Context: an optimization exercise on an open-source flow, tuned for small area. The choices shown serve that exercise and are no tape-out recipe.
Where RTL was checked, it was by simulation tests only, not by an equivalence proof against the original.
Only the layout flow was run in run 1; the RTL was not checked for function there.

### config.mk
export PLATFORM = sky130hd
export DESIGN_NAME = fir_sym_filter
export DESIGN_NICKNAME = fir_sym_filter
export VERILOG_FILES = /design/flow/design.v
export SDC_FILE = /design/flow/constraint.sdc
export NUM_CORES = 4
export LEC_CHECK = 0
export CAP_MARGIN = 20
export CORE_MARGIN = 2
export CORE_UTILIZATION = 40
export SLEW_MARGIN = 20
export SYNTH_HIERARCHICAL = 1
export SYNTH_MINIMUM_KEEP_SIZE = 0
### constraint.sdc
create_clock -name core_clock -period 6.5 [get_ports {clk}]
set_input_delay 1.3000 -clock core_clock [delete_from_list [all_inputs] [get_ports {clk}]]
set_output_delay 1.3000 -clock core_clock [all_outputs]
set_load 0.01 [all_outputs]
### design.v
`timescale 1ns/1ps
`default_nettype none
module fir_fa (
    input  logic a,
    input  logic b,
    input  logic c,
    output logic s,
    output logic co
);
    assign s  = a ^ b ^ c;
    assign co = (a & b) | (a & c) | (b & c);
endmodule
`default_nettype wire
`timescale 1ns/1ps
`default_nettype none
module fir_ha (
    input  logic a,
    input  logic b,
    output logic s,
    output logic co
);
    assign s  = a ^ b;
    assign co = a & b;
endmodule
`default_nettype wire
`timescale 1ns/1ps
`default_nettype none
module fir_tap_chain (
    input  logic signed [15:0] x0, x2, x3, x4, x5, x6, x8,
    output logic signed [28:0] y
);
    logic signed [16:0] a, b, c;
    logic signed [15:0] d;
    logic [28:0] r0, r1;
    assign a = x0 + x8;
    assign b = x2 + x6;
    assign c = x3 + x5;
    assign d = x4;
    logic fs0, fc0;
    fir_fa u_fa0 (.a(d[0]), .b(d[1]), .c(d[4]), .s(fs0), .co(fc0));
    logic fs1, fc1;
    fir_fa u_fa1 (.a(d[1]), .b(d[2]), .c(d[5]), .s(fs1), .co(fc1));
    logic hs0, hc0;
    fir_ha u_ha0 (.a((~a[6])), .b((~a[8])), .s(hs0), .co(hc0));
    logic fs2, fc2;
    fir_fa u_fa2 (.a(d[2]), .b(d[3]), .c(d[6]), .s(fs2), .co(fc2));
    logic fs3, fc3;
    fir_fa u_fa3 (.a(a[7]), .b(a[9]), .c(a[11]), .s(fs3), .co(fc3));
    logic fs4, fc4;
    fir_fa u_fa4 (.a(d[3]), .b(d[4]), .c(d[7]), .s(fs4), .co(fc4));
    logic fs5, fc5;
    fir_fa u_fa5 (.a(a[8]), .b(a[10]), .c(a[12]), .s(fs5), .co(fc5));
    logic fs6, fc6;
    fir_fa u_fa6 (.a(d[4]), .b(d[5]), .c(d[8]), .s(fs6), .co(fc6));
    logic fs7, fc7;
    fir_fa u_fa7 (.a(a[9]), .b(a[11]), .c(a[13]), .s(fs7), .co(fc7));
    logic fs8, fc8;
    fir_fa u_fa8 (.a(d[5]), .b(d[6]), .c(d[9]), .s(fs8), .co(fc8));
    logic fs9, fc9;
    fir_fa u_fa9 (.a(a[10]), .b(a[12]), .c(a[14]), .s(fs9), .co(fc9));
    logic fs10, fc10;
    fir_fa u_fa10 (.a(d[6]), .b(d[7]), .c(d[10]), .s(fs10), .co(fc10));
    logic fs11, fc11;
    fir_fa u_fa11 (.a(a[11]), .b(a[13]), .c(a[15]), .s(fs11), .co(fc11));
    logic fs12, fc12;
    fir_fa u_fa12 (.a(d[7]), .b(d[8]), .c(d[11]), .s(fs12), .co(fc12));
    logic fs13, fc13;
    fir_fa u_fa13 (.a(1'b1), .b(a[16]), .c(b[8]), .s(fs13), .co(fc13));
    logic hs1, hc1;
    fir_ha u_ha1 (.a((~a[12])), .b((~a[14])), .s(hs1), .co(hc1));
    logic fs14, fc14;
    fir_fa u_fa14 (.a(d[8]), .b(d[9]), .c(d[12]), .s(fs14), .co(fc14));
    logic hs2, hc2;
    fir_ha u_ha2 (.a(d[0]), .b((~a[1])), .s(hs2), .co(hc2));
    logic fs15, fc15;
    fir_fa u_fa15 (.a(a[2]), .b(a[4]), .c(a[6]), .s(fs15), .co(fc15));
    logic fs16, fc16;
    fir_fa u_fa16 (.a(b[1]), .b(b[3]), .c(b[5]), .s(fs16), .co(fc16));
    logic fs17, fc17;
    fir_fa u_fa17 (.a(a[3]), .b(a[5]), .c(a[7]), .s(fs17), .co(fc17));
    logic fs18, fc18;
    fir_fa u_fa18 (.a(b[2]), .b(b[4]), .c(b[6]), .s(fs18), .co(fc18));
    logic fs19, fc19;
    fir_fa u_fa19 (.a(a[4]), .b(a[6]), .c(a[8]), .s(fs19), .co(fc19));
    logic fs20, fc20;
    fir_fa u_fa20 (.a(d[0]), .b(d[3]), .c(b[0]), .s(fs20), .co(fc20));
    logic fs21, fc21;
    fir_fa u_fa21 (.a(b[3]), .b(b[5]), .c(b[7]), .s(fs21), .co(fc21));
    logic fs22, fc22;
    fir_fa u_fa22 (.a(a[5]), .b(a[7]), .c(a[9]), .s(fs22), .co(fc22));
    logic fs23, fc23;
    fir_fa u_fa23 (.a(b[4]), .b(b[6]), .c(b[8]), .s(fs23), .co(fc23));
    logic fs24, fc24;
    fir_fa u_fa24 (.a(fs0), .b(b[1]), .c(c[0]), .s(fs24), .co(fc24));
    logic hs3, hc3;
    fir_ha u_ha3 (.a((~b[10])), .b(c[3]), .s(hs3), .co(hc3));
    logic fs25, fc25;
    fir_fa u_fa25 (.a(fc0), .b(fs1), .c(b[2]), .s(fs25), .co(fc25));
    logic fs26, fc26;
    fir_fa u_fa26 (.a(a[10]), .b(b[5]), .c(b[7]), .s(fs26), .co(fc26));
    logic fs27, fc27;
    fir_fa u_fa27 (.a(b[9]), .b(b[11]), .c(c[8]), .s(fs27), .co(fc27));
    logic fs28, fc28;
    fir_fa u_fa28 (.a(c[1]), .b(c[4]), .c(c[10]), .s(fs28), .co(fc28));
    logic fs29, fc29;
    fir_fa u_fa29 (.a(fc1), .b(fs2), .c(b[3]), .s(fs29), .co(fc29));
    logic fs30, fc30;
    fir_fa u_fa30 (.a(b[6]), .b(b[8]), .c(b[10]), .s(fs30), .co(fc30));
    logic fs31, fc31;
    fir_fa u_fa31 (.a(c[2]), .b(c[5]), .c(c[11]), .s(fs31), .co(fc31));
    logic fs32, fc32;
    fir_fa u_fa32 (.a(b[12]), .b(c[9]), .c((~hc0)), .s(fs32), .co(fc32));
    logic fs33, fc33;
    fir_fa u_fa33 (.a(fc2), .b(fs4), .c(b[4]), .s(fs33), .co(fc33));
    logic fs34, fc34;
    fir_fa u_fa34 (.a(b[7]), .b(b[9]), .c(b[11]), .s(fs34), .co(fc34));
    logic fs35, fc35;
    fir_fa u_fa35 (.a(c[3]), .b(c[6]), .c(c[12]), .s(fs35), .co(fc35));
    logic fs36, fc36;
    fir_fa u_fa36 (.a(b[13]), .b(c[10]), .c(fc3), .s(fs36), .co(fc36));
    logic fs37, fc37;
    fir_fa u_fa37 (.a(fc4), .b(fs6), .c(b[5]), .s(fs37), .co(fc37));
    logic fs38, fc38;
    fir_fa u_fa38 (.a(b[8]), .b(b[10]), .c(b[12]), .s(fs38), .co(fc38));
    logic fs39, fc39;
    fir_fa u_fa39 (.a(c[4]), .b(c[7]), .c(c[13]), .s(fs39), .co(fc39));
    logic fs40, fc40;
    fir_fa u_fa40 (.a(b[14]), .b(c[11]), .c(fc5), .s(fs40), .co(fc40));
    logic fs41, fc41;
    fir_fa u_fa41 (.a(fc6), .b(fs8), .c(b[6]), .s(fs41), .co(fc41));
    logic fs42, fc42;
    fir_fa u_fa42 (.a(b[9]), .b(b[11]), .c(b[13]), .s(fs42), .co(fc42));
    logic fs43, fc43;
    fir_fa u_fa43 (.a(c[5]), .b(c[8]), .c(c[14]), .s(fs43), .co(fc43));
    logic fs44, fc44;
    fir_fa u_fa44 (.a(b[15]), .b(c[12]), .c(fc7), .s(fs44), .co(fc44));
    logic fs45, fc45;
    fir_fa u_fa45 (.a(b[10]), .b(b[12]), .c(b[14]), .s(fs45), .co(fc45));
    logic fs46, fc46;
    fir_fa u_fa46 (.a(fc8), .b(fs10), .c(b[16]), .s(fs46), .co(fc46));
    logic fs47, fc47;
    fir_fa u_fa47 (.a(c[6]), .b(c[9]), .c(c[15]), .s(fs47), .co(fc47));
    logic fs48, fc48;
    fir_fa u_fa48 (.a(c[13]), .b(b[7]), .c(fc9), .s(fs48), .co(fc48));
    logic fs49, fc49;
    fir_fa u_fa49 (.a(b[11]), .b(b[13]), .c(b[15]), .s(fs49), .co(fc49));
    logic fs50, fc50;
    fir_fa u_fa50 (.a(fc10), .b(fs12), .c(c[7]), .s(fs50), .co(fc50));
    logic fs51, fc51;
    fir_fa u_fa51 (.a((~c[10])), .b(c[14]), .c(c[16]), .s(fs51), .co(fc51));
    logic fs52, fc52;
    fir_fa u_fa52 (.a(b[7]), .b((~fc11)), .c(hs1), .s(fs52), .co(fc52));
    logic fs53, fc53;
    fir_fa u_fa53 (.a(fc12), .b(fs14), .c(b[9]), .s(fs53), .co(fc53));
    logic fs54, fc54;
    fir_fa u_fa54 (.a(a[15]), .b(b[12]), .c(b[14]), .s(fs54), .co(fc54));
    logic fs55, fc55;
    fir_fa u_fa55 (.a(b[16]), .b(c[8]), .c(c[11]), .s(fs55), .co(fc55));
    logic fs56, fc56;
    fir_fa u_fa56 (.a(a[13]), .b(hc1), .c(fc13), .s(fs56), .co(fc56));
    logic fs57, fc57;
    fir_fa u_fa57 (.a(d[9]), .b(d[10]), .c(d[13]), .s(fs57), .co(fc57));
    logic fs58, fc58;
    fir_fa u_fa58 (.a(fc14), .b(a[16]), .c(b[10]), .s(fs58), .co(fc58));
    logic fs59, fc59;
    fir_fa u_fa59 (.a(a[14]), .b(b[13]), .c(b[15]), .s(fs59), .co(fc59));
    logic fs60, fc60;
    fir_fa u_fa60 (.a(c[9]), .b(c[12]), .c(c[16]), .s(fs60), .co(fc60));
    logic fs61, fc61;
    fir_fa u_fa61 (.a(d[10]), .b(d[11]), .c(d[14]), .s(fs61), .co(fc61));
    logic fs62, fc62;
    fir_fa u_fa62 (.a(1'b1), .b(b[11]), .c(b[16]), .s(fs62), .co(fc62));
    logic hs4, hc4;
    fir_ha u_ha4 (.a((~a[15])), .b((~b[14])), .s(hs4), .co(hc4));
    logic fs63, fc63;
    fir_fa u_fa63 (.a(d[11]), .b(d[12]), .c((~d[15])), .s(fs63), .co(fc63));
    logic hs5, hc5;
    fir_ha u_ha5 (.a((~a[1])), .b((~a[3])), .s(hs5), .co(hc5));
    logic fs64, fc64;
    fir_fa u_fa64 (.a(a[0]), .b(a[2]), .c(a[4]), .s(fs64), .co(fc64));
    logic hs6, hc6;
    fir_ha u_ha6 (.a((~b[1])), .b((~b[3])), .s(hs6), .co(hc6));
    logic fs65, fc65;
    fir_fa u_fa65 (.a(a[3]), .b(a[5]), .c(b[0]), .s(fs65), .co(fc65));
    logic fs66, fc66;
    fir_fa u_fa66 (.a(b[2]), .b(b[4]), .c(b[6]), .s(fs66), .co(fc66));
    logic hs7, hc7;
    fir_ha u_ha7 (.a((~c[3])), .b(c[5]), .s(hs7), .co(hc7));
    logic fs67, fc67;
    fir_fa u_fa67 (.a(d[1]), .b(1'b1), .c(c[0]), .s(fs67), .co(fc67));
    logic fs68, fc68;
    fir_fa u_fa68 (.a(b[7]), .b(c[4]), .c((~c[6])), .s(fs68), .co(fc68));
    logic fs69, fc69;
    fir_fa u_fa69 (.a((~hc2)), .b(fs15), .c(fs16), .s(fs69), .co(fc69));
    logic fs70, fc70;
    fir_fa u_fa70 (.a(d[2]), .b(c[1]), .c(c[7]), .s(fs70), .co(fc70));
    logic fs71, fc71;
    fir_fa u_fa71 (.a(b[8]), .b(c[5]), .c(fc15), .s(fs71), .co(fc71));
    logic fs72, fc72;
    fir_fa u_fa72 (.a(fc16), .b(fs17), .c(fs18), .s(fs72), .co(fc72));
    logic fs73, fc73;
    fir_fa u_fa73 (.a(b[9]), .b((~c[2])), .c(c[6]), .s(fs73), .co(fc73));
    logic fs74, fc74;
    fir_fa u_fa74 (.a((~c[8])), .b(fc17), .c(fc18), .s(fs74), .co(fc74));
    logic fs75, fc75;
    fir_fa u_fa75 (.a(fs19), .b((~fs20)), .c(fs21), .s(fs75), .co(fc75));
    logic fs76, fc76;
    fir_fa u_fa76 (.a(c[7]), .b(fc19), .c(fc21), .s(fs76), .co(fc76));
    logic fs77, fc77;
    fir_fa u_fa77 (.a(c[9]), .b(fc20), .c(hs3), .s(fs77), .co(fc77));
    logic fs78, fc78;
    fir_fa u_fa78 (.a(fs22), .b(fs23), .c((~fs24)), .s(fs78), .co(fc78));
    logic fs79, fc79;
    fir_fa u_fa79 (.a(hc3), .b(fc24), .c(hs0), .s(fs79), .co(fc79));
    logic fs80, fc80;
    fir_fa u_fa80 (.a(fc22), .b(fc23), .c(fs26), .s(fs80), .co(fc80));
    logic fs81, fc81;
    fir_fa u_fa81 (.a(fs25), .b((~fs27)), .c(fs28), .s(fs81), .co(fc81));
    logic fs82, fc82;
    fir_fa u_fa82 (.a((~fc25)), .b(fc26), .c(fc27), .s(fs82), .co(fc82));
    logic fs83, fc83;
    fir_fa u_fa83 (.a(fc28), .b(fs29), .c(fs31), .s(fs83), .co(fc83));
    logic fs84, fc84;
    fir_fa u_fa84 (.a(fs3), .b(fs30), .c(fs32), .s(fs84), .co(fc84));
    logic fs85, fc85;
    fir_fa u_fa85 (.a(fc29), .b((~fc30)), .c(fc31), .s(fs85), .co(fc85));
    logic fs86, fc86;
    fir_fa u_fa86 (.a(fs5), .b((~fs33)), .c(fs34), .s(fs86), .co(fc86));
    logic fs87, fc87;
    fir_fa u_fa87 (.a((~fs35)), .b(fc32), .c(fs36), .s(fs87), .co(fc87));
    logic fs88, fc88;
    fir_fa u_fa88 (.a(fc33), .b((~fc34)), .c(fc35), .s(fs88), .co(fc88));
    logic fs89, fc89;
    fir_fa u_fa89 (.a(fs7), .b((~fs37)), .c(fs38), .s(fs89), .co(fc89));
    logic fs90, fc90;
    fir_fa u_fa90 (.a((~fs39)), .b(fc36), .c(fs40), .s(fs90), .co(fc90));
    logic fs91, fc91;
    fir_fa u_fa91 (.a(fc37), .b((~fc38)), .c(fc39), .s(fs91), .co(fc91));
    logic fs92, fc92;
    fir_fa u_fa92 (.a(fs9), .b((~fs41)), .c(fs42), .s(fs92), .co(fc92));
    logic fs93, fc93;
    fir_fa u_fa93 (.a((~fs43)), .b(fc40), .c(fs44), .s(fs93), .co(fc93));
    logic fs94, fc94;
    fir_fa u_fa94 (.a(fc41), .b((~fc42)), .c(fc43), .s(fs94), .co(fc94));
    logic fs95, fc95;
    fir_fa u_fa95 (.a(fs11), .b(fs45), .c((~fs46)), .s(fs95), .co(fc95));
    logic fs96, fc96;
    fir_fa u_fa96 (.a((~fs47)), .b(fc44), .c(fs48), .s(fs96), .co(fc96));
    logic fs97, fc97;
    fir_fa u_fa97 (.a((~fc45)), .b(fc46), .c(fc47), .s(fs97), .co(fc97));
    logic fs98, fc98;
    fir_fa u_fa98 (.a(fs13), .b((~fs49)), .c(fs50), .s(fs98), .co(fc98));
    logic fs99, fc99;
    fir_fa u_fa99 (.a(fs51), .b(fc48), .c((~fs52)), .s(fs99), .co(fc99));
    logic fs100, fc100;
    fir_fa u_fa100 (.a(c[15]), .b(fc49), .c((~fc50)), .s(fs100), .co(fc100));
    logic fs101, fc101;
    fir_fa u_fa101 (.a(fc51), .b((~fs53)), .c(fs54), .s(fs101), .co(fc101));
    logic fs102, fc102;
    fir_fa u_fa102 (.a(fs55), .b(fc52), .c(fs56), .s(fs102), .co(fc102));
    logic fs103, fc103;
    fir_fa u_fa103 (.a(fs57), .b(fc53), .c(fc55), .s(fs103), .co(fc103));
    logic fs104, fc104;
    fir_fa u_fa104 (.a(a[13]), .b(fc54), .c(fs59), .s(fs104), .co(fc104));
    logic fs105, fc105;
    fir_fa u_fa105 (.a(fs58), .b(fs60), .c(fc56), .s(fs105), .co(fc105));
    logic fs106, fc106;
    fir_fa u_fa106 (.a(fc57), .b(fs61), .c(c[10]), .s(fs106), .co(fc106));
    logic fs107, fc107;
    fir_fa u_fa107 (.a(c[13]), .b(fc58), .c(fc60), .s(fs107), .co(fc107));
    logic fs108, fc108;
    fir_fa u_fa108 (.a((~fc59)), .b(hs4), .c(fs62), .s(fs108), .co(fc108));
    logic fs109, fc109;
    fir_fa u_fa109 (.a(fc61), .b(fs63), .c(a[16]), .s(fs109), .co(fc109));
    logic fs110, fc110;
    fir_fa u_fa110 (.a(b[12]), .b(c[11]), .c(c[14]), .s(fs110), .co(fc110));
    logic fs111, fc111;
    fir_fa u_fa111 (.a((~b[15])), .b(hc4), .c(fc62), .s(fs111), .co(fc111));
    logic fs112, fc112;
    fir_fa u_fa112 (.a(d[12]), .b(d[13]), .c(1'b1), .s(fs112), .co(fc112));
    logic fs113, fc113;
    fir_fa u_fa113 (.a(fc63), .b(b[13]), .c(b[16]), .s(fs113), .co(fc113));
    logic hs8, hc8;
    fir_ha u_ha8 (.a(c[12]), .b(c[15]), .s(hs8), .co(hc8));
    logic fs114, fc114;
    fir_fa u_fa114 (.a(d[13]), .b(d[14]), .c(1'b1), .s(fs114), .co(fc114));
    logic hs9, hc9;
    fir_ha u_ha9 (.a(b[14]), .b(c[13]), .s(hs9), .co(hc9));
    logic hs10, hc10;
    fir_ha u_ha10 (.a(d[14]), .b((~d[15])), .s(hs10), .co(hc10));
    logic fs115, fc115;
    fir_fa u_fa115 (.a(a[0]), .b(a[2]), .c(b[1]), .s(fs115), .co(fc115));
    logic hs11, hc11;
    fir_ha u_ha11 (.a((~b[3])), .b((~c[0])), .s(hs11), .co(hc11));
    logic fs116, fc116;
    fir_fa u_fa116 (.a(b[0]), .b(b[2]), .c(b[4]), .s(fs116), .co(fc116));
    logic fs117, fc117;
    fir_fa u_fa117 (.a((~c[1])), .b(c[3]), .c(hs5), .s(fs117), .co(fc117));
    logic fs118, fc118;
    fir_fa u_fa118 (.a(b[5]), .b(c[2]), .c((~c[4])), .s(fs118), .co(fc118));
    logic fs119, fc119;
    fir_fa u_fa119 (.a(hc5), .b(hs6), .c((~fs64)), .s(fs119), .co(fc119));
    logic fs120, fc120;
    fir_fa u_fa120 (.a(hc6), .b(hs2), .c(hs7), .s(fs120), .co(fc120));
    logic fs121, fc121;
    fir_fa u_fa121 (.a(fc64), .b(fs65), .c(fs66), .s(fs121), .co(fc121));
    logic fs122, fc122;
    fir_fa u_fa122 (.a((~hc7)), .b(fc65), .c(fc66), .s(fs122), .co(fc122));
    logic fs123, fc123;
    fir_fa u_fa123 (.a((~fs67)), .b(fs68), .c(fs69), .s(fs123), .co(fc123));
    logic fs124, fc124;
    fir_fa u_fa124 (.a(fc67), .b((~fc68)), .c(fs70), .s(fs124), .co(fc124));
    logic fs125, fc125;
    fir_fa u_fa125 (.a(fs71), .b(fc69), .c(fs72), .s(fs125), .co(fc125));
    logic fs126, fc126;
    fir_fa u_fa126 (.a((~fc70)), .b(fs73), .c(fc71), .s(fs126), .co(fc126));
    logic fs127, fc127;
    fir_fa u_fa127 (.a(fs74), .b(fc72), .c(fs75), .s(fs127), .co(fc127));
    logic fs128, fc128;
    fir_fa u_fa128 (.a(fc73), .b(fc74), .c(fs76), .s(fs128), .co(fc128));
    logic fs129, fc129;
    fir_fa u_fa129 (.a((~fs77)), .b(fc75), .c(fs78), .s(fs129), .co(fc129));
    logic fs130, fc130;
    fir_fa u_fa130 (.a((~fc76)), .b(fc77), .c(fs79), .s(fs130), .co(fc130));
    logic fs131, fc131;
    fir_fa u_fa131 (.a(fc78), .b(fs80), .c((~fs81)), .s(fs131), .co(fc131));
    logic fs132, fc132;
    fir_fa u_fa132 (.a(fc79), .b(fc81), .c(fs83), .s(fs132), .co(fc132));
    logic fs133, fc133;
    fir_fa u_fa133 (.a(fc80), .b(fs82), .c(fs84), .s(fs133), .co(fc133));
    logic fs134, fc134;
    fir_fa u_fa134 (.a((~fc82)), .b(fc83), .c(fs85), .s(fs134), .co(fc134));
    logic fs135, fc135;
    fir_fa u_fa135 (.a(fs86), .b(fc84), .c(fs87), .s(fs135), .co(fc135));
    logic fs136, fc136;
    fir_fa u_fa136 (.a(fc85), .b(fs88), .c((~fc86)), .s(fs136), .co(fc136));
    logic fs137, fc137;
    fir_fa u_fa137 (.a(fs89), .b(fc87), .c(fs90), .s(fs137), .co(fc137));
    logic fs138, fc138;
    fir_fa u_fa138 (.a(fc88), .b(fs91), .c((~fc89)), .s(fs138), .co(fc138));
    logic fs139, fc139;
    fir_fa u_fa139 (.a(fs92), .b(fc90), .c(fs93), .s(fs139), .co(fc139));
    logic fs140, fc140;
    fir_fa u_fa140 (.a(fc91), .b(fs94), .c((~fc92)), .s(fs140), .co(fc140));
    logic fs141, fc141;
    fir_fa u_fa141 (.a(fs95), .b(fc93), .c(fs96), .s(fs141), .co(fc141));
    logic fs142, fc142;
    fir_fa u_fa142 (.a(fc94), .b(fs97), .c((~fc95)), .s(fs142), .co(fc142));
    logic fs143, fc143;
    fir_fa u_fa143 (.a((~fs98)), .b(fc96), .c(fs99), .s(fs143), .co(fc143));
    logic fs144, fc144;
    fir_fa u_fa144 (.a(fc97), .b((~fs100)), .c(fc98), .s(fs144), .co(fc144));
    logic fs145, fc145;
    fir_fa u_fa145 (.a(fs101), .b((~fs102)), .c(fc99), .s(fs145), .co(fc145));
    logic fs146, fc146;
    fir_fa u_fa146 (.a(fc100), .b(fc101), .c(fs104), .s(fs146), .co(fc146));
    logic fs147, fc147;
    fir_fa u_fa147 (.a(fs103), .b(fs105), .c(fc102), .s(fs147), .co(fc147));
    logic fs148, fc148;
    fir_fa u_fa148 (.a(fs106), .b(fc103), .c(fs107), .s(fs148), .co(fc148));
    logic fs149, fc149;
    fir_fa u_fa149 (.a((~fc104)), .b(fs108), .c(fc105), .s(fs149), .co(fc149));
    logic fs150, fc150;
    fir_fa u_fa150 (.a(fc106), .b(fs109), .c(fs110), .s(fs150), .co(fc150));
    logic fs151, fc151;
    fir_fa u_fa151 (.a(fc107), .b(fs111), .c(fc108), .s(fs151), .co(fc151));
    logic fs152, fc152;
    fir_fa u_fa152 (.a(fs112), .b(hs8), .c(fc109), .s(fs152), .co(fc152));
    logic fs153, fc153;
    fir_fa u_fa153 (.a(fc110), .b(fs113), .c(fc111), .s(fs153), .co(fc153));
    logic fs154, fc154;
    fir_fa u_fa154 (.a(fc112), .b(fs114), .c((~c[16])), .s(fs154), .co(fc154));
    logic fs155, fc155;
    fir_fa u_fa155 (.a(hc8), .b(hs9), .c(fc113), .s(fs155), .co(fc155));
    logic fs156, fc156;
    fir_fa u_fa156 (.a(1'b1), .b(fc114), .c(hs10), .s(fs156), .co(fc156));
    logic fs157, fc157;
    fir_fa u_fa157 (.a(b[15]), .b(c[14]), .c(hc9), .s(fs157), .co(fc157));
    logic fs158, fc158;
    fir_fa u_fa158 (.a(d[15]), .b((~hc10)), .c(b[16]), .s(fs158), .co(fc158));
    logic fs159, fc159;
    fir_fa u_fa159 (.a(b[0]), .b(b[2]), .c((~c[1])), .s(fs159), .co(fc159));
    logic fs160, fc160;
    fir_fa u_fa160 (.a(c[2]), .b((~a[1])), .c(hs11), .s(fs160), .co(fc160));
    logic fs161, fc161;
    fir_fa u_fa161 (.a((~hc11)), .b(fc115), .c(fs116), .s(fs161), .co(fc161));
    logic fs162, fc162;
    fir_fa u_fa162 (.a(fc116), .b(fs118), .c((~fc117)), .s(fs162), .co(fc162));
    logic fs163, fc163;
    fir_fa u_fa163 (.a((~fc118)), .b(fs120), .c(fc119), .s(fs163), .co(fc163));
    logic fs164, fc164;
    fir_fa u_fa164 (.a((~fc120)), .b(fc121), .c(fs122), .s(fs164), .co(fc164));
    logic fs165, fc165;
    fir_fa u_fa165 (.a(fc122), .b((~fs124)), .c(fc123), .s(fs165), .co(fc165));
    logic fs166, fc166;
    fir_fa u_fa166 (.a((~fc124)), .b(fs126), .c(fc125), .s(fs166), .co(fc166));
    logic fs167, fc167;
    fir_fa u_fa167 (.a(fc126), .b(fs128), .c(fc127), .s(fs167), .co(fc167));
    logic fs168, fc168;
    fir_fa u_fa168 (.a(fc128), .b((~fs130)), .c(fc129), .s(fs168), .co(fc168));
    logic fs169, fc169;
    fir_fa u_fa169 (.a(fc130), .b(fs132), .c((~fc131)), .s(fs169), .co(fc169));
    logic fs170, fc170;
    fir_fa u_fa170 (.a(fc132), .b(fs134), .c((~fc133)), .s(fs170), .co(fc170));
    logic fs171, fc171;
    fir_fa u_fa171 (.a(fc134), .b(fs136), .c((~fc135)), .s(fs171), .co(fc171));
    logic fs172, fc172;
    fir_fa u_fa172 (.a(fc136), .b(fs138), .c((~fc137)), .s(fs172), .co(fc172));
    logic fs173, fc173;
    fir_fa u_fa173 (.a(fc138), .b(fs140), .c((~fc139)), .s(fs173), .co(fc173));
    logic fs174, fc174;
    fir_fa u_fa174 (.a(fc140), .b(fs142), .c((~fc141)), .s(fs174), .co(fc174));
    logic fs175, fc175;
    fir_fa u_fa175 (.a(fc142), .b(fs144), .c((~fc143)), .s(fs175), .co(fc175));
    logic fs176, fc176;
    fir_fa u_fa176 (.a(fc144), .b((~fs146)), .c(fs147), .s(fs176), .co(fc176));
    logic fs177, fc177;
    fir_fa u_fa177 (.a(fs148), .b(fs149), .c(fc147), .s(fs177), .co(fc177));
    logic fs178, fc178;
    fir_fa u_fa178 (.a(fs150), .b(fc148), .c(fs151), .s(fs178), .co(fc178));
    logic fs179, fc179;
    fir_fa u_fa179 (.a(fs152), .b(fc150), .c(fs153), .s(fs179), .co(fc179));
    logic fs180, fc180;
    fir_fa u_fa180 (.a(fs154), .b(fc152), .c(fs155), .s(fs180), .co(fc180));
    logic fs181, fc181;
    fir_fa u_fa181 (.a(fs156), .b(fc154), .c(fs157), .s(fs181), .co(fc181));
    logic fs182, fc182;
    fir_fa u_fa182 (.a(fc156), .b(c[15]), .c((~fs158)), .s(fs182), .co(fc182));
    logic hs12, hc12;
    fir_ha u_ha12 (.a((~b[1])), .b(c[0]), .s(hs12), .co(hc12));
    logic fs183, fc183;
    fir_fa u_fa183 (.a((~a[1])), .b(a[0]), .c(fs159), .s(fs183), .co(fc183));
    logic fs184, fc184;
    fir_fa u_fa184 (.a(fc159), .b(fs115), .c((~fs160)), .s(fs184), .co(fc184));
    logic fs185, fc185;
    fir_fa u_fa185 (.a(fc160), .b(fs117), .c((~fs161)), .s(fs185), .co(fc185));
    logic fs186, fc186;
    fir_fa u_fa186 (.a(fc161), .b((~fs119)), .c(fs162), .s(fs186), .co(fc186));
    logic fs187, fc187;
    fir_fa u_fa187 (.a(fs121), .b(fc162), .c((~fs163)), .s(fs187), .co(fc187));
    logic fs188, fc188;
    fir_fa u_fa188 (.a((~fc163)), .b(fs164), .c(fs123), .s(fs188), .co(fc188));
    logic fs189, fc189;
    fir_fa u_fa189 (.a(fc164), .b(fs125), .c(fs165), .s(fs189), .co(fc189));
    logic fs190, fc190;
    fir_fa u_fa190 (.a(fs127), .b(fc165), .c(fs166), .s(fs190), .co(fc190));
    logic fs191, fc191;
    fir_fa u_fa191 (.a(fs129), .b(fc166), .c(fs167), .s(fs191), .co(fc191));
    logic fs192, fc192;
    fir_fa u_fa192 (.a(fs131), .b(fc167), .c(fs168), .s(fs192), .co(fc192));
    logic fs193, fc193;
    fir_fa u_fa193 (.a(fc168), .b(fs133), .c((~fs169)), .s(fs193), .co(fc193));
    logic fs194, fc194;
    fir_fa u_fa194 (.a((~fs135)), .b(fc169), .c(fs170), .s(fs194), .co(fc194));
    logic fs195, fc195;
    fir_fa u_fa195 (.a((~fs137)), .b(fc170), .c(fs171), .s(fs195), .co(fc195));
    logic fs196, fc196;
    fir_fa u_fa196 (.a((~fs139)), .b(fc171), .c(fs172), .s(fs196), .co(fc196));
    logic fs197, fc197;
    fir_fa u_fa197 (.a((~fs141)), .b(fc172), .c(fs173), .s(fs197), .co(fc197));
    logic fs198, fc198;
    fir_fa u_fa198 (.a((~fs143)), .b(fc173), .c(fs174), .s(fs198), .co(fc198));
    logic fs199, fc199;
    fir_fa u_fa199 (.a((~fs145)), .b(fc174), .c(fs175), .s(fs199), .co(fc199));
    logic fs200, fc200;
    fir_fa u_fa200 (.a((~fc145)), .b(fs176), .c(fc175), .s(fs200), .co(fc200));
    logic fs201, fc201;
    fir_fa u_fa201 (.a((~fc146)), .b(fs177), .c(fc176), .s(fs201), .co(fc201));
    logic fs202, fc202;
    fir_fa u_fa202 (.a(fc149), .b(fs178), .c(fc177), .s(fs202), .co(fc202));
    logic fs203, fc203;
    fir_fa u_fa203 (.a(fc151), .b(fs179), .c(fc178), .s(fs203), .co(fc203));
    logic fs204, fc204;
    fir_fa u_fa204 (.a(fc153), .b(fs180), .c(fc179), .s(fs204), .co(fc204));
    logic fs205, fc205;
    fir_fa u_fa205 (.a(fc155), .b(fs181), .c(fc180), .s(fs205), .co(fc205));
    logic fs206, fc206;
    fir_fa u_fa206 (.a(fc157), .b(fs182), .c(fc181), .s(fs206), .co(fc206));
    logic fs207, fc207;
    fir_fa u_fa207 (.a(c[16]), .b((~fc158)), .c(fc182), .s(fs207), .co(fc207));
    assign r0 = {1'b1, ~c[16], fs207, fs206, fs205, fs204, fs203, fs202, fs201, fs200, fs199, fs198, fs197, fs196, fs195, fs194, ~fs193, ~fs192, ~fs191, ~fs190, ~fs189, ~fs188, ~fs187, ~fs186, fs185, ~fs184, ~fs183, a[0], 1'b1};
    assign r1 = {1'b0, fc207, fc206, fc205, fc204, fc203, fc202, fc201, fc200, fc199, fc198, fc197, fc196, fc195, fc194, ~fc193, ~fc192, ~fc191, ~fc190, ~fc189, ~fc188, ~fc187, ~fc186, fc185, ~fc184, ~fc183, hc12, hs12, ~b[0]};
    assign y  = r0 + r1;
endmodule
`default_nettype wire
`timescale 1ns/1ps
`default_nettype none
module fir_fold_line #(
    parameter int LINE_LEN = 16
) (
    input  logic                       clk,
    input  logic                       step,
    input  logic                       warm8,
    input  logic signed [15:0]         head,
    output logic [LINE_LEN*16-1:0]     line
);
    logic signed [15:0] line_q [LINE_LEN];
    always_ff @(posedge clk) begin
        if (step) begin
            line_q[0] <= head;
            for (int i = 1; i < LINE_LEN; i++) begin
                if (i == 8) line_q[i] <= warm8 ? line_q[i-1] : 16'sd0;
                else        line_q[i] <= line_q[i-1];
            end
        end
    end
    for (genvar i = 0; i < LINE_LEN; i++) begin : g_out
        assign line[i*16 +: 16] = line_q[i];
    end
endmodule
`default_nettype wire
`timescale 1ns/1ps
`default_nettype none
module fir_flush_ctrl (
    input  logic clk,
    input  logic rst,
    input  logic in_valid,
    input  logic in_last,
    output logic step,
    output logic flushing,
    output logic warm8,        
    output logic out_valid,
    output logic out_last
);
    logic [3:0] flush_cnt;     
    logic [3:0] warm_cnt;      
    logic       flush_end_q;   
    assign step  = in_valid | flushing;
    assign warm8 = warm_cnt[3];
    always_ff @(posedge clk) begin
        if (rst) begin
            flushing  <= 1'b0;
            flush_cnt <= '0;
        end else if (flushing) begin
            flush_cnt <= flush_cnt + 1'b1;
            if (&flush_cnt) flushing <= 1'b0;
        end else if (in_valid && in_last) begin
            flushing <= 1'b1;
        end
    end
    always_ff @(posedge clk) begin
        if (rst) begin
            warm_cnt <= '0;
        end else if (step && !(warm_cnt[3] && warm_cnt[0])) begin
            warm_cnt <= warm_cnt + 1'b1;
        end
    end
    assign out_valid = step & warm_cnt[3] & warm_cnt[0];
    always_ff @(posedge clk) begin
        if (rst) begin
            flush_end_q <= 1'b0;
            out_last    <= 1'b0;
        end else begin
            flush_end_q <= flushing & (&flush_cnt);
            out_last    <= flush_end_q;
        end
    end
endmodule
`default_nettype wire
`timescale 1ns/1ps
`default_nettype none
module fir_sym_filter (
    input  logic               clk,
    input  logic               rst,
    input  logic               in_valid,
    input  logic               in_last,
    input  logic signed [15:0] in_sample,
    output logic               out_valid,
    output logic               out_last,
    output logic signed [31:0] out_sample
);
    logic               step;
    logic               flushing;
    logic               warm8;
    logic signed [15:0] head;
    logic [255:0]       line;
    logic signed [28:0] y_next;
    logic signed [28:0] y_q;
    fir_flush_ctrl u_ctrl (
        .clk       (clk),
        .rst       (rst),
        .in_valid  (in_valid),
        .in_last   (in_last),
        .step      (step),
        .flushing  (flushing),
        .warm8     (warm8),
        .out_valid (out_valid),
        .out_last  (out_last)
    );
    assign head = (in_valid && !flushing) ? in_sample : '0;
    fir_fold_line #(.LINE_LEN(16)) u_line (
        .clk   (clk),
        .step  (step),
        .warm8 (warm8),
        .head  (head),
        .line  (line)
    );
    fir_tap_chain u_sum (
        .x0 (line[7*16  +: 16]),
        .x2 (line[9*16  +: 16]),
        .x3 (line[10*16 +: 16]),
        .x4 (line[11*16 +: 16]),
        .x5 (line[12*16 +: 16]),
        .x6 (line[13*16 +: 16]),
        .x8 (line[15*16 +: 16]),
        .y  (y_next)
    );
    always_ff @(posedge clk) begin
        if (step) y_q <= y_next;
    end
    assign out_sample = {{3{y_q[28]}}, y_q};
endmodule
`default_nettype wire
### run.sh
#!/bin/bash
# synth_recipe.tcl (not shown) runs the flow's synth.tcl, then flattens the netlist and writes it again
# the make line also repeats each setting of config.mk as NAME=value (left out here)
make -C /OpenROAD-flow-scripts/flow DESIGN_CONFIG=/design/flow/config.mk WORK_HOME=/design/flow/orfs CLKGATE_MAP_FILE= SYNTH_SCRIPT=/design/flow/synth_recipe.tcl finish
==> results of run 1 <==
==> final timing paths <==
| kind | start | end | slack, ns | depth (start not counted) |
|---|---|---|---|---|
| setup / recovery | u_line.line_q[7][0]$_DFFE_PP_ | y_q[26]$_DFFE_PP_ | -0.37 | 26 |
| hold / removal | u_line.line_q[8][1]$_SDFFCE_PN0P_ | u_line.line_q[9][1]$_DFFE_PP_ | 0.41 | 0 |
| setup reg to reg | u_line.line_q[7][0]$_DFFE_PP_ | y_q[26]$_DFFE_PP_ | -0.37 | 26 |
| hold reg to reg | u_line.line_q[8][1]$_SDFFCE_PN0P_ | u_line.line_q[9][1]$_DFFE_PP_ | 0.41 | 0 |
==> modules after synthesis, one instance, submodules excluded, a selection <==
module / flip-flops and latches / times used
fir_tap_chain: 0 / 1
fir_sym_filter: 29 / 1
fir_flush_ctrl: 11 / 1
fir_fa: 0 / 208
fir_ha: 0 / 13
==> through the flow <==
step,setup WS [ns],area (um^2),std cells
final,-0.372,21800,2053
after global routing,-0.585,21800,2053
after CTS,-0.513,21500,2046
after detailed placement,-0.601,20300,1981
after global placement,-0.491,20300,1981
after floorplan,-0.0573,17700,1173
==> flip-flops by register name (all words and copies together), names as in the netlist <==
signal	flops
u_line.line_q	256
y_q	29
u_ctrl.flush_cnt	4
u_ctrl.warm_cnt	4
u_ctrl.flush_end_q	1
u_ctrl.flushing	1
u_ctrl.out_last	1
==> Yosys cell counts (2+ instances only) <==
cell,n,area share
xnor2_1,46,0.023
clkbuf_1,7,0.0015
nand2b_1,8,0.0029
and3b_1,10,0.0050
a21boi_0,2,0.00086
nor3_1,11,0.0031
buf_6,6,0.0039
buf_4,4,0.0017
o311a_1,2,0.0011
nand4_1,10,0.0036
xor2_1,20,0.010
ha_1,89,0.063
dfxtp_1,11,0.013
nand3_1,6,0.0017
o22ai_1,3,0.0011
or2_2,2,0.00071
o21bai_1,11,0.0047
o21ai_0,23,0.0066
o211ai_1,3,0.0013
and2_1,6,0.0021
a211o_1,2,0.0010
and3_1,3,0.0011
a31oi_1,10,0.0036
and3b_2,6,0.0034
and2_2,12,0.0051
edfxtp_1,285,0.49
o21ai_1,3,0.00086
nand2_1,27,0.0058
nor2_1,39,0.0083
o21a_1,12,0.0051
a21o_1,27,0.012
a31o_1,2,0.0010
inv_1,140,0.030
nor2b_1,10,0.0036
mux2i_1,3,0.0017
fa_1,212,0.24
o31a_1,5,0.0025
a211oi_1,4,0.0017
a21oi_1,58,0.017
==> layout by cell type, fill, tap and decap left out, types with 7 or more instances in the layout <==
master,n
xor2_1,17
and3b_1,10
and2_2,12
clkbuf_16,34
a21o_1,27
fa_1,193
dfxtp_1,11
nand2b_1,8
ha_1,77
clkdlybuf4s50_1,53
a21oi_1,42
o21bai_1,11
buf_4,192
clkinv_2,8
edfxtp_1,285
clkinv_1,8
nand4_1,10
xnor2_1,35
nor2b_1,8
o21a_1,11
inv_1,137
nor3_1,10
nand2_1,26
nor2_1,35
a21oi_2,14
o21ai_0,17
fa_2,19
ha_4,9
xnor2_2,10
a31oi_1,7
==> metal layers <==
layer  vias to the layer above  part of all wire  track usage
met3                        46             0.032       0.0269
met4                         0             0.023       0.0493
li1                       4647                 -            -
met2                       145              0.48        0.267
met1                      4964              0.46        0.223
met5                         -                 0            0
==> kinds of logic (layout without fill, tap and decap cells) <==
| kind of cell | Yosys count | count (layout) | synth area share |
|---|---|---|---|
| adder cells (fa/ha/maj) | 301 | 301 | 0.305 |
| flip-flops | 296 | 296 | 0.501 |
| AO/OA/AOI/OAI | 186 | 186 | 0.0721 |
| AND/OR/NAND/NOR | 157 | 157 | 0.0494 |
| buffers and inverters | 157 | 452 | 0.0370 |
| XOR/XNOR | 66 | 66 | 0.0330 |
| multiplexers | 4 | 4 | 0.00235 |
| other | 1 | 6 | 0.000214 |
==> worst max-delay path: stages (launching register included) <==
cell and delay [ns]:
edfxtp_1 0.41, ha_2 0.21, fa_2 0.34, a21o_1 0.18, a21oi_2 0.17, nor2b_2 0.07, o31a_1 0.33, buf_6 0.14
a31oi_4 0.14, buf_4 0.15, xnor2_2 0.09, fa_2 0.41, fa_1 0.54, fa_1 0.45, fa_2 0.36, inv_2 0.06
fa_1 0.41, fa_1 0.53, ha_4 0.23, a21oi_4 0.14, o21ai_2 0.09, a2111oi_4 0.30, o22ai_2 0.14, o31ai_4 0.25
a21oi_2 0.10, a31o_1 0.25, a31oi_1 0.19
==> layout make-up <==
| type | instances | area [um^2] |
|---|---|---|
| inverters | 140 | 526 |
| well taps | 585 | 732 |
| multi-input cells | 720 | 8680 |
| clock inverters | 21 | 155 |
| repair buffers | 254 | 2120 |
| clock buffers | 37 | 862 |
| fillers | 3763 | 21300 |
| flip-flops and latches | 296 | 8780 |
==> repair_timing <==
action,4_1_cts,5_1_grt
setup endpoints to repair,12,16
pin swaps,21,28
resized for setup,34,63
setup buffers,7,7
==> notes.md, run 1 <==
Die Height 213 um; global-route wire length before repair 56300 um; first drt pass iteration count 5; Slew Viols, Final 0; CTS root buf clkbuf_16; Post-synth EDFFs 285; Hold Worst Slack 0.410 ns; Placer Congestion 0.867; Setup violations, final 9; DRC 0; Setup CP Type flip-flop to flip-flop; Synth cell types 67; Initial Utilization 0.406; antenna-violating nets left 0; cells after synthesis 1168; Area Overhead vs Synth 24.6%; CP required 6.86 ns; number of synthesized register bits 296; Post-DP HPWL 27200 um; largest net degree at the start of global routing 183; fin worst setup slack -0.372 ns; run status failed layout checks; clock latency (worst-skew pair) 0.53 ns; Post-Route WL 35100 um; Sum Neg Setup Slack -2.05 ns; CTS buffer count 34; CTS Buffer Depth 3; CTS clk-pin slew, worst paths 0.06 ns; Ports 54; wire length per cell 17.1 um; CP Capture Type flip-flop; Avg Cell Area, Syn 15.0 um^2; share of cells above drive strength 1 0.253; Die W 213 um; Max-Cap Viols 0; core region area 43200 um^2; unrepaired setup endpoints after global routing true; slew margin rel. 0.369; Fail Reasons setup timing; arrival time at the worst endpoint 7.23 ns; fin util 0.506; hold buffer count at cts 0; grt total ovfl 0; ys async rst share 0; yosys warns 10; sequential-to-total area share from yosys stat 0.501; number of I/O port buffers 53; Hold Crit Class flip-flop to flip-flop; Core Rows 76; CTS H-tree lvls 2; DIE AREA 45500 um^2; initial antenna violation count 0; clock sinks 296; vias in the first global route 10500; Vias per Instance 4.77; fin nets 1767; f_max 0.146 GHz; crit start category flip-flop; gr usage total 0.162; final cycle utilization of the critical path 1.06; Most used DFF post-synth edfxtp_1; ant diodes 0; final-report hold violation count 0; Final Skew 0.0134 ns; largest fanout on the critical path 3; worst-margin pin slew 0.946 ns; initial DRC count 625; CTS tree yes; post-synthesis cell area 17500 um^2; Tmin final 6.87 ns; Vias 9802
==> run 2: changes to the inputs <==
--- a/design.v
+++ b/design.v
@@ -27,51 +27,51 @@
 `default_nettype none
 module fir_tap_chain (
     input  logic signed [15:0] x0, x2, x3, x4, x5, x6, x8,
-    output logic signed [28:0] y
+    output logic [11:0] y_lo,      
+    output logic [16:0] y_h0, y_h1,   
+    output logic        y_c        
 );
     logic signed [16:0] a, b, c;
-    logic signed [15:0] d;
     logic [28:0] r0, r1;
     assign a = x0 + x8;
     assign b = x2 + x6;
     assign c = x3 + x5;
-    assign d = x4;
     logic fs0, fc0;
-    fir_fa u_fa0 (.a(d[0]), .b(d[1]), .c(d[4]), .s(fs0), .co(fc0));
+    fir_fa u_fa0 (.a(x4[0]), .b(x4[1]), .c(x4[4]), .s(fs0), .co(fc0));
     logic fs1, fc1;
-    fir_fa u_fa1 (.a(d[1]), .b(d[2]), .c(d[5]), .s(fs1), .co(fc1));
+    fir_fa u_fa1 (.a(x4[1]), .b(x4[2]), .c(x4[5]), .s(fs1), .co(fc1));
     logic hs0, hc0;
     fir_ha u_ha0 (.a((~a[6])), .b((~a[8])), .s(hs0), .co(hc0));
     logic fs2, fc2;
-    fir_fa u_fa2 (.a(d[2]), .b(d[3]), .c(d[6]), .s(fs2), .co(fc2));
+    fir_fa u_fa2 (.a(x4[2]), .b(x4[3]), .c(x4[6]), .s(fs2), .co(fc2));
     logic fs3, fc3;
     fir_fa u_fa3 (.a(a[7]), .b(a[9]), .c(a[11]), .s(fs3), .co(fc3));
     logic fs4, fc4;
-    fir_fa u_fa4 (.a(d[3]), .b(d[4]), .c(d[7]), .s(fs4), .co(fc4));
+    fir_fa u_fa4 (.a(x4[3]), .b(x4[4]), .c(x4[7]), .s(fs4), .co(fc4));
     logic fs5, fc5;
     fir_fa u_fa5 (.a(a[8]), .b(a[10]), .c(a[12]), .s(fs5), .co(fc5));
     logic fs6, fc6;
-    fir_fa u_fa6 (.a(d[4]), .b(d[5]), .c(d[8]), .s(fs6), .co(fc6));
+    fir_fa u_fa6 (.a(x4[4]), .b(x4[5]), .c(x4[8]), .s(fs6), .co(fc6));
     logic fs7, fc7;
     fir_fa u_fa7 (.a(a[9]), .b(a[11]), .c(a[13]), .s(fs7), .co(fc7));
     logic fs8, fc8;
-    fir_fa u_fa8 (.a(d[5]), .b(d[6]), .c(d[9]), .s(fs8), .co(fc8));
+    fir_fa u_fa8 (.a(x4[5]), .b(x4[6]), .c(x4[9]), .s(fs8), .co(fc8));
     logic fs9, fc9;
     fir_fa u_fa9 (.a(a[10]), .b(a[12]), .c(a[14]), .s(fs9), .co(fc9));
     logic fs10, fc10;
-    fir_fa u_fa10 (.a(d[6]), .b(d[7]), .c(d[10]), .s(fs10), .co(fc10));
+    fir_fa u_fa10 (.a(x4[6]), .b(x4[7]), .c(x4[10]), .s(fs10), .co(fc10));
     logic fs11, fc11;
     fir_fa u_fa11 (.a(a[11]), .b(a[13]), .c(a[15]), .s(fs11), .co(fc11));
     logic fs12, fc12;
-    fir_fa u_fa12 (.a(d[7]), .b(d[8]), .c(d[11]), .s(fs12), .co(fc12));
+    fir_fa u_fa12 (.a(x4[7]), .b(x4[8]), .c(x4[11]), .s(fs12), .co(fc12));
     logic fs13, fc13;
     fir_fa u_fa13 (.a(1'b1), .b(a[16]), .c(b[8]), .s(fs13), .co(fc13));
     logic hs1, hc1;
     fir_ha u_ha1 (.a((~a[12])), .b((~a[14])), .s(hs1), .co(hc1));
     logic fs14, fc14;
-    fir_fa u_fa14 (.a(d[8]), .b(d[9]), .c(d[12]), .s(fs14), .co(fc14));
+    fir_fa u_fa14 (.a(x4[8]), .b(x4[9]), .c(x4[12]), .s(fs14), .co(fc14));
     logic hs2, hc2;
-    fir_ha u_ha2 (.a(d[0]), .b((~a[1])), .s(hs2), .co(hc2));
+    fir_ha u_ha2 (.a(x4[0]), .b((~a[1])), .s(hs2), .co(hc2));
     logic fs15, fc15;
     fir_fa u_fa15 (.a(a[2]), .b(a[4]), .c(a[6]), .s(fs15), .co(fc15));
     logic fs16, fc16;
@@ -83,7 +83,7 @@
     logic fs19, fc19;
     fir_fa u_fa19 (.a(a[4]), .b(a[6]), .c(a[8]), .s(fs19), .co(fc19));
     logic fs20, fc20;
-    fir_fa u_fa20 (.a(d[0]), .b(d[3]), .c(b[0]), .s(fs20), .co(fc20));
+    fir_fa u_fa20 (.a(x4[0]), .b(x4[3]), .c(b[0]), .s(fs20), .co(fc20));
     logic fs21, fc21;
     fir_fa u_fa21 (.a(b[3]), .b(b[5]), .c(b[7]), .s(fs21), .co(fc21));
     logic fs22, fc22;
@@ -157,9 +157,9 @@
     logic fs55, fc55;
     fir_fa u_fa55 (.a(b[16]), .b(c[8]), .c(c[11]), .s(fs55), .co(fc55));
     logic fs56, fc56;
-    fir_fa u_fa56 (.a(a[13]), .b(hc1), .c(fc13), .s(fs56), .co(fc56));
+    fir_fa u_fa56 (.a((~c[15])), .b(a[13]), .c(hc1), .s(fs56), .co(fc56));
     logic fs57, fc57;
-    fir_fa u_fa57 (.a(d[9]), .b(d[10]), .c(d[13]), .s(fs57), .co(fc57));
+    fir_fa u_fa57 (.a(x4[9]), .b(x4[10]), .c(x4[13]), .s(fs57), .co(fc57));
     logic fs58, fc58;
     fir_fa u_fa58 (.a(fc14), .b(a[16]), .c(b[10]), .s(fs58), .co(fc58));
     logic fs59, fc59;
@@ -167,13 +167,13 @@
     logic fs60, fc60;
     fir_fa u_fa60 (.a(c[9]), .b(c[12]), .c(c[16]), .s(fs60), .co(fc60));
     logic fs61, fc61;
-    fir_fa u_fa61 (.a(d[10]), .b(d[11]), .c(d[14]), .s(fs61), .co(fc61));
+    fir_fa u_fa61 (.a(x4[10]), .b(x4[11]), .c(x4[14]), .s(fs61), .co(fc61));
     logic fs62, fc62;
     fir_fa u_fa62 (.a(1'b1), .b(b[11]), .c(b[16]), .s(fs62), .co(fc62));
     logic hs4, hc4;
     fir_ha u_ha4 (.a((~a[15])), .b((~b[14])), .s(hs4), .co(hc4));
     logic fs63, fc63;
-    fir_fa u_fa63 (.a(d[11]), .b(d[12]), .c((~d[15])), .s(fs63), .co(fc63));
+    fir_fa u_fa63 (.a(x4[11]), .b(x4[12]), .c((~x4[15])), .s(fs63), .co(fc63));
     logic hs5, hc5;
     fir_ha u_ha5 (.a((~a[1])), .b((~a[3])), .s(hs5), .co(hc5));
     logic fs64, fc64;
@@ -187,13 +187,13 @@
     logic hs7, hc7;
     fir_ha u_ha7 (.a((~c[3])), .b(c[5]), .s(hs7), .co(hc7));
     logic fs67, fc67;
-    fir_fa u_fa67 (.a(d[1]), .b(1'b1), .c(c[0]), .s(fs67), .co(fc67));
+    fir_fa u_fa67 (.a(x4[1]), .b(1'b1), .c(c[0]), .s(fs67), .co(fc67));
     logic fs68, fc68;
     fir_fa u_fa68 (.a(b[7]), .b(c[4]), .c((~c[6])), .s(fs68), .co(fc68));
     logic fs69, fc69;
     fir_fa u_fa69 (.a((~hc2)), .b(fs15), .c(fs16), .s(fs69), .co(fc69));
     logic fs70, fc70;
-    fir_fa u_fa70 (.a(d[2]), .b(c[1]), .c(c[7]), .s(fs70), .co(fc70));
+    fir_fa u_fa70 (.a(x4[2]), .b(c[1]), .c(c[7]), .s(fs70), .co(fc70));
     logic fs71, fc71;
     fir_fa u_fa71 (.a(b[8]), .b(c[5]), .c(fc15), .s(fs71), .co(fc71));
     logic fs72, fc72;
@@ -253,11 +253,11 @@
     logic fs99, fc99;
     fir_fa u_fa99 (.a(fs51), .b(fc48), .c((~fs52)), .s(fs99), .co(fc99));
     logic fs100, fc100;
-    fir_fa u_fa100 (.a(c[15]), .b(fc49), .c((~fc50)), .s(fs100), .co(fc100));
+    fir_fa u_fa100 (.a(fc13), .b((~fc49)), .c(fc50), .s(fs100), .co(fc100));
     logic fs101, fc101;
     fir_fa u_fa101 (.a(fc51), .b((~fs53)), .c(fs54), .s(fs101), .co(fc101));
     logic fs102, fc102;
-    fir_fa u_fa102 (.a(fs55), .b(fc52), .c(fs56), .s(fs102), .co(fc102));
+    fir_fa u_fa102 (.a(fs55), .b(fs56), .c(fc52), .s(fs102), .co(fc102));
     logic fs103, fc103;
     fir_fa u_fa103 (.a(fs57), .b(fc53), .c(fc55), .s(fs103), .co(fc103));
     logic fs104, fc104;
@@ -277,17 +277,17 @@
     logic fs111, fc111;
     fir_fa u_fa111 (.a((~b[15])), .b(hc4), .c(fc62), .s(fs111), .co(fc111));
     logic fs112, fc112;
-    fir_fa u_fa112 (.a(d[12]), .b(d[13]), .c(1'b1), .s(fs112), .co(fc112));
+    fir_fa u_fa112 (.a(x4[12]), .b(x4[13]), .c(1'b1), .s(fs112), .co(fc112));
     logic fs113, fc113;
     fir_fa u_fa113 (.a(fc63), .b(b[13]), .c(b[16]), .s(fs113), .co(fc113));
     logic hs8, hc8;
     fir_ha u_ha8 (.a(c[12]), .b(c[15]), .s(hs8), .co(hc8));
     logic fs114, fc114;
-    fir_fa u_fa114 (.a(d[13]), .b(d[14]), .c(1'b1), .s(fs114), .co(fc114));
+    fir_fa u_fa114 (.a(x4[13]), .b(x4[14]), .c(1'b1), .s(fs114), .co(fc114));
     logic hs9, hc9;
     fir_ha u_ha9 (.a(b[14]), .b(c[13]), .s(hs9), .co(hc9));
     logic hs10, hc10;
-    fir_ha u_ha10 (.a(d[14]), .b((~d[15])), .s(hs10), .co(hc10));
+    fir_ha u_ha10 (.a(x4[14]), .b((~x4[15])), .s(hs10), .co(hc10));
     logic fs115, fc115;
     fir_fa u_fa115 (.a(a[0]), .b(a[2]), .c(b[1]), .s(fs115), .co(fc115));
     logic hs11, hc11;
@@ -349,13 +349,13 @@
     logic fs143, fc143;
     fir_fa u_fa143 (.a((~fs98)), .b(fc96), .c(fs99), .s(fs143), .co(fc143));
     logic fs144, fc144;
-    fir_fa u_fa144 (.a(fc97), .b((~fs100)), .c(fc98), .s(fs144), .co(fc144));
+    fir_fa u_fa144 (.a(fc97), .b(fs100), .c(fc98), .s(fs144), .co(fc144));
     logic fs145, fc145;
     fir_fa u_fa145 (.a(fs101), .b((~fs102)), .c(fc99), .s(fs145), .co(fc145));
     logic fs146, fc146;
-    fir_fa u_fa146 (.a(fc100), .b(fc101), .c(fs104), .s(fs146), .co(fc146));
+    fir_fa u_fa146 (.a(fc100), .b(fs103), .c((~fc101)), .s(fs146), .co(fc146));
     logic fs147, fc147;
-    fir_fa u_fa147 (.a(fs103), .b(fs105), .c(fc102), .s(fs147), .co(fc147));
+    fir_fa u_fa147 (.a((~fs104)), .b(fs105), .c(fc102), .s(fs147), .co(fc147));
     logic fs148, fc148;
     fir_fa u_fa148 (.a(fs106), .b(fc103), .c(fs107), .s(fs148), .co(fc148));
     logic fs149, fc149;
@@ -377,7 +377,7 @@
     logic fs157, fc157;
     fir_fa u_fa157 (.a(b[15]), .b(c[14]), .c(hc9), .s(fs157), .co(fc157));
     logic fs158, fc158;
-    fir_fa u_fa158 (.a(d[15]), .b((~hc10)), .c(b[16]), .s(fs158), .co(fc158));
+    fir_fa u_fa158 (.a(x4[15]), .b((~hc10)), .c(b[16]), .s(fs158), .co(fc158));
     logic fs159, fc159;
     fir_fa u_fa159 (.a(b[0]), .b(b[2]), .c((~c[1])), .s(fs159), .co(fc159));
     logic fs160, fc160;
@@ -411,11 +411,11 @@
     logic fs174, fc174;
     fir_fa u_fa174 (.a(fc140), .b(fs142), .c((~fc141)), .s(fs174), .co(fc174));
     logic fs175, fc175;
-    fir_fa u_fa175 (.a(fc142), .b(fs144), .c((~fc143)), .s(fs175), .co(fc175));
+    fir_fa u_fa175 (.a(fc142), .b(fs144), .c((~fs145)), .s(fs175), .co(fc175));
     logic fs176, fc176;
-    fir_fa u_fa176 (.a(fc144), .b((~fs146)), .c(fs147), .s(fs176), .co(fc176));
+    fir_fa u_fa176 (.a(fc144), .b(fs146), .c(fs147), .s(fs176), .co(fc176));
     logic fs177, fc177;
-    fir_fa u_fa177 (.a(fs148), .b(fs149), .c(fc147), .s(fs177), .co(fc177));
+    fir_fa u_fa177 (.a(fs148), .b(fc146), .c(fs149), .s(fs177), .co(fc177));
     logic fs178, fc178;
     fir_fa u_fa178 (.a(fs150), .b(fc148), .c(fs151), .s(fs178), .co(fc178));
     logic fs179, fc179;
@@ -461,11 +461,11 @@
     logic fs198, fc198;
     fir_fa u_fa198 (.a((~fs143)), .b(fc173), .c(fs174), .s(fs198), .co(fc198));
     logic fs199, fc199;
-    fir_fa u_fa199 (.a((~fs145)), .b(fc174), .c(fs175), .s(fs199), .co(fc199));
+    fir_fa u_fa199 (.a((~fc143)), .b(fc174), .c(fs175), .s(fs199), .co(fc199));
     logic fs200, fc200;
     fir_fa u_fa200 (.a((~fc145)), .b(fs176), .c(fc175), .s(fs200), .co(fc200));
     logic fs201, fc201;
-    fir_fa u_fa201 (.a((~fc146)), .b(fs177), .c(fc176), .s(fs201), .co(fc201));
+    fir_fa u_fa201 (.a(fc147), .b(fs177), .c(fc176), .s(fs201), .co(fc201));
     logic fs202, fc202;
     fir_fa u_fa202 (.a(fc149), .b(fs178), .c(fc177), .s(fs202), .co(fc202));
     logic fs203, fc203;
@@ -480,7 +480,9 @@
     fir_fa u_fa207 (.a(c[16]), .b((~fc158)), .c(fc182), .s(fs207), .co(fc207));
     assign r0 = {1'b1, ~c[16], fs207, fs206, fs205, fs204, fs203, fs202, fs201, fs200, fs199, fs198, fs197, fs196, fs195, fs194, ~fs193, ~fs192, ~fs191, ~fs190, ~fs189, ~fs188, ~fs187, ~fs186, fs185, ~fs184, ~fs183, a[0], 1'b1};
     assign r1 = {1'b0, fc207, fc206, fc205, fc204, fc203, fc202, fc201, fc200, fc199, fc198, fc197, fc196, fc195, fc194, ~fc193, ~fc192, ~fc191, ~fc190, ~fc189, ~fc188, ~fc187, ~fc186, fc185, ~fc184, ~fc183, hc12, hs12, ~b[0]};
-    assign y  = r0 + r1;
+    assign {y_c, y_lo} = 13'(r0[11:0]) + 13'(r1[11:0]);
+    assign y_h0 = r0[28:12];
+    assign y_h1 = r1[28:12];
 endmodule
 `default_nettype wire
 `timescale 1ns/1ps
@@ -574,8 +576,11 @@
     logic               warm8;
     logic signed [15:0] head;
     logic [255:0]       line;
-    logic signed [28:0] y_next;
-    logic signed [28:0] y_q;
+    logic [11:0]      y_lo, y_lo_q;       
+    logic [16:0]      y_h0, y_h1;         
+    logic [16:0]      y_h0_q, y_h1_q;
+    logic               y_c, y_c_q;         
+    logic [28:0]        y_sum;
     fir_flush_ctrl u_ctrl (
         .clk       (clk),
         .rst       (rst),
@@ -603,11 +608,20 @@
         .x5 (line[12*16 +: 16]),
         .x6 (line[13*16 +: 16]),
         .x8 (line[15*16 +: 16]),
-        .y  (y_next)
+        .y_lo (y_lo),
+        .y_h0 (y_h0),
+        .y_h1 (y_h1),
+        .y_c  (y_c)
     );
     always_ff @(posedge clk) begin
-        if (step) y_q <= y_next;
+        if (step) begin
+            y_lo_q <= y_lo;
+            y_h0_q <= y_h0;
+            y_h1_q <= y_h1;
+            y_c_q  <= y_c;
+        end
     end
-    assign out_sample = {{3{y_q[28]}}, y_q};
+    assign y_sum      = {y_h0_q + y_h1_q + 17'(y_c_q), y_lo_q};
+    assign out_sample = {{3{y_sum[28]}}, y_sum};
 endmodule
 `default_nettype wire
==> notes.md, run 2 <==
clock latency (worst-skew pair) 0.55 ns (was 0.53 ns); largest fanout on the critical path 9 (was 3); arrival time at the worst endpoint 6.23 ns (was 7.23 ns); Vias per Instance 4.95 (was 4.77); f_max 0.167 GHz (was 0.146 GHz); Placed Instance Area 19700 um^2 (was 20300 um^2); number of synthesized register bits 314 (was 296); CP delay by family, top adder cells (unchanged); r2r setup slk 0.50 ns (was -0.37 ns); CP required 6.74 ns (was 6.86 ns); Slew Viols, Final 0 (unchanged); Synth top cells by count edfxtp_1 (303), fa_1 (214), inv_1 (133), ha_1 (89), nor2_1 (54) (was edfxtp_1 (285), fa_1 (212), inv_1 (140), ha_1 (89), a21oi_1 (58)); # resized after CTS 0 (was 34); Tmin final 6.00 ns (was 6.87 ns); cell taking the most area after synthesis edfxtp_1 (unchanged); Initial Utilization 0.407 (was 0.406); CTS H-tree lvls 2 (unchanged); Die Height 219 um (was 213 um); Core Rows 78 (was 76); Die W 219 um (was 213 um); Post-synth EDFFs 303 (was 285); fin util 0.459 (was 0.506); CP max stage delay 0.53 ns (was 0.54 ns); CTS root buf clkbuf_16 (unchanged); grt total ovfl 0 (unchanged); Setup crit start u_line.line_q[7][0]$_DFFE_PP_ (unchanged); most frequent cell after synthesis edfxtp_1 (unchanged); Most used DFF post-synth edfxtp_1 (unchanged); WP depth 19 (was 26); Avg Cell Area, Syn 14.7 um^2 (was 15.0 um^2); Hold Crit Class flip-flop to flip-flop (unchanged); fin nets 1653 (was 1767); global-route wire length before repair 54000 um (was 56300 um); most common cell after layout, fill and taps aside edfxtp_1 (unchanged); slew margin rel. 0.360 (was 0.369); fill cell count 3995 (was 3763); final cycle utilization of the critical path 0.922 (was 1.06); crit path cell chain ha_1 > inv_1 > fa_1 > nor2b_4 > o31a_1 > o21ai_0 > nand2b_1 > a21boi_1 > xnor2_1 > fa_1 > fa_1 > fa_1 > fa_1 > fa_1 > inv_1 > ha_1 > nor4b_1 > a2111oi_0 > o311ai_0; unrepaired setup endpoints after global routing false (was true); number of I/O port buffers 53 (unchanged); Sum Neg Setup Slack 0 ns (was -2.05 ns); clock sinks 314 (was 296); initial DRC count 592 (was 625); Ports 54 (unchanged); Post-Route WL 33900 um (was 35100 um); run status timing/DRC/antenna clean (was failed layout checks); CTS clk-pin slew, worst paths 0.06 ns (about the same); CP Capture Type flip-flop (unchanged); FF-to-FF Start u_line.line_q[7][0]$_DFFE_PP_ (unchanged); share of cells above drive strength 1 0.0834 (was 0.253); wire length per cell 17.3 um (was 17.1 um); worst setup path endpoint y_lo_q[10]$_DFFE_PP_ (was y_q[26]$_DFFE_PP_); post-synthesis cell area 18600 um^2 (was 17500 um^2); Post-DP HPWL 25400 um (was 27200 um); Placer Congestion 0.862 (was 0.867); first drt pass iteration count 5 (unchanged); worst-margin pin slew 0.959 ns (was 0.946 ns); Worst Path Buf+Inv 2 (was 3); largest registers u_line.line_q: 256 flops, y_h0_q: 17 flops, y_h1_q: 17 flops (was u_line.line_q: 256 flops, y_q: 29 flops); Reg with most FFs u_line.line_q (unchanged); vias in the first global route 10200 (was 10500); CTS buffer count 37 (was 34); largest net degree at the start of global routing 177 (was 183); post-CTS setup buffers 0 (was 7); R2R depth 19 (was 26); sequential-to-total area share from yosys stat 0.502 (was 0.501); final-report hold violation count 0 (unchanged); area of the multi-input gates 8430 um^2 (was 8680 um^2)
[run 2: changes by cell type in the layout (fill, tap and decap cells not counted), moves of 15 or more]
cell	change
nor2_1	+19
fa_2	-19
fa_1	+21
and2_1	+15
edfxtp_1	+18
buf_4	-171
[run 2: logic make-up (layout without fill, tap and decap cells)]
kind of cell | after synthesis | count (layout) | synth area share
AOI/OAI and AO/OA | 188 | 188 | 0.0732
adders and majority gates | 303 | 303 | 0.291
buffers and inverters | 182 | 272 | 0.0450
DFF | 314 | 314 | 0.502
xor gates and xnor gates | 60 | 60 | 0.0283
other | 2 | 8 | 0.000405
and+or+nand+nor | 205 | 205 | 0.0572
muxes | 5 | 5 | 0.00276
[run 2: routing by layer]
layer | part of all wire | GRT usage | vias to the layer above | routed length [um]
met1 | 0.45 | 0.196 | 4897 | 15300
met3 | 0.045 | 0.0280 | 48 | 1540
met5 | 0 | 0 | - | 0
met4 | 0.023 | 0.0500 | 0 | 786
li1 | - | - | 4532 | -
met2 | 0.48 | 0.241 | 203 | 16200
[run 2: worst min-delay path by stage]
stage / from / endpoint / slack (ns) / cells after the start
2_1_floorplan: u_line.line_q[14][0]$_DFFE_PP_ / u_line.line_q[15][0]$_DFFE_PP_ / 0.40 / 0
3_3_place_gp: u_line.line_q[3][13]$_DFFE_PP_ / u_line.line_q[4][13]$_DFFE_PP_ / 0.40 / 0
3_5_place_dp: u_line.line_q[0][3]$_DFFE_PP_ / u_line.line_q[1][3]$_DFFE_PP_ / 0.40 / 0
4_1_cts: u_line.line_q[4][0]$_DFFE_PP_ / u_line.line_q[5][0]$_DFFE_PP_ / 0.41 / 0
5_1_grt: u_line.line_q[4][0]$_DFFE_PP_ / u_line.line_q[5][0]$_DFFE_PP_ / 0.41 / 0
6_report: u_line.line_q[8][3]$_SDFFCE_PN0P_ / u_line.line_q[9][3]$_DFFE_PP_ / 0.40 / 0
[run 2: cell type report]
cell class	instances	share of cell area
Sequential cell	314	0.446
Multi-Input combinational cell	769	0.403
Clock buffer	47	0.0481
Tap cell	600	0.0359
Timing Repair Buffer	75	0.0339
Inverter	133	0.0239
Clock inverter	17	0.00987
[run 2: stage by stage]
stage	setup WS, ns	hold slack (ns)
after floorplan	0.918	0.400
after global placement	0.721	0.400
after detailed placement	0.560	0.405
after CTS	0.540	0.407
after global routing	0.256	0.411
final	0.504	0.403
[run 2: Yosys stat by module, one instance, submodules excluded, a selection]
module | times used | area [um^2]
fir_fa | 208 | 20.0
fir_flush_ctrl | 1 | 459
fir_ha | 13 | 12.5
fir_sym_filter | 1 | 2340
fir_tap_chain | 1 | 3620

port drivers added, routing unchanged:
Ports are ideal in the flow. The routed layouts listed here were re-timed in OpenROAD.
Step 1: set_driving_cell puts a clkbuf_16 on clk and a buf_2 on each other input, an assumption about the parent block.
Step 2, shift: input delay + t, output delay - t, t = (earliest + latest rising clock arrival at the registers) / 2. This alone moves slack from input paths to output paths.
Three values: ideal, step 1, step 2; two values: the first two.
| run | shift t [ns] | slack for setup (ns) | worst setup path at the end | worst slew at a driven data input, ns |
|---|---|---|---|---|
| run 1 | 0.576 | -0.372 / -0.372 / -0.372 | register to register | 0.03 |
| run 2 | 0.583 | 0.504 / 0.504 / 0.504 | register to register | 0.03 |
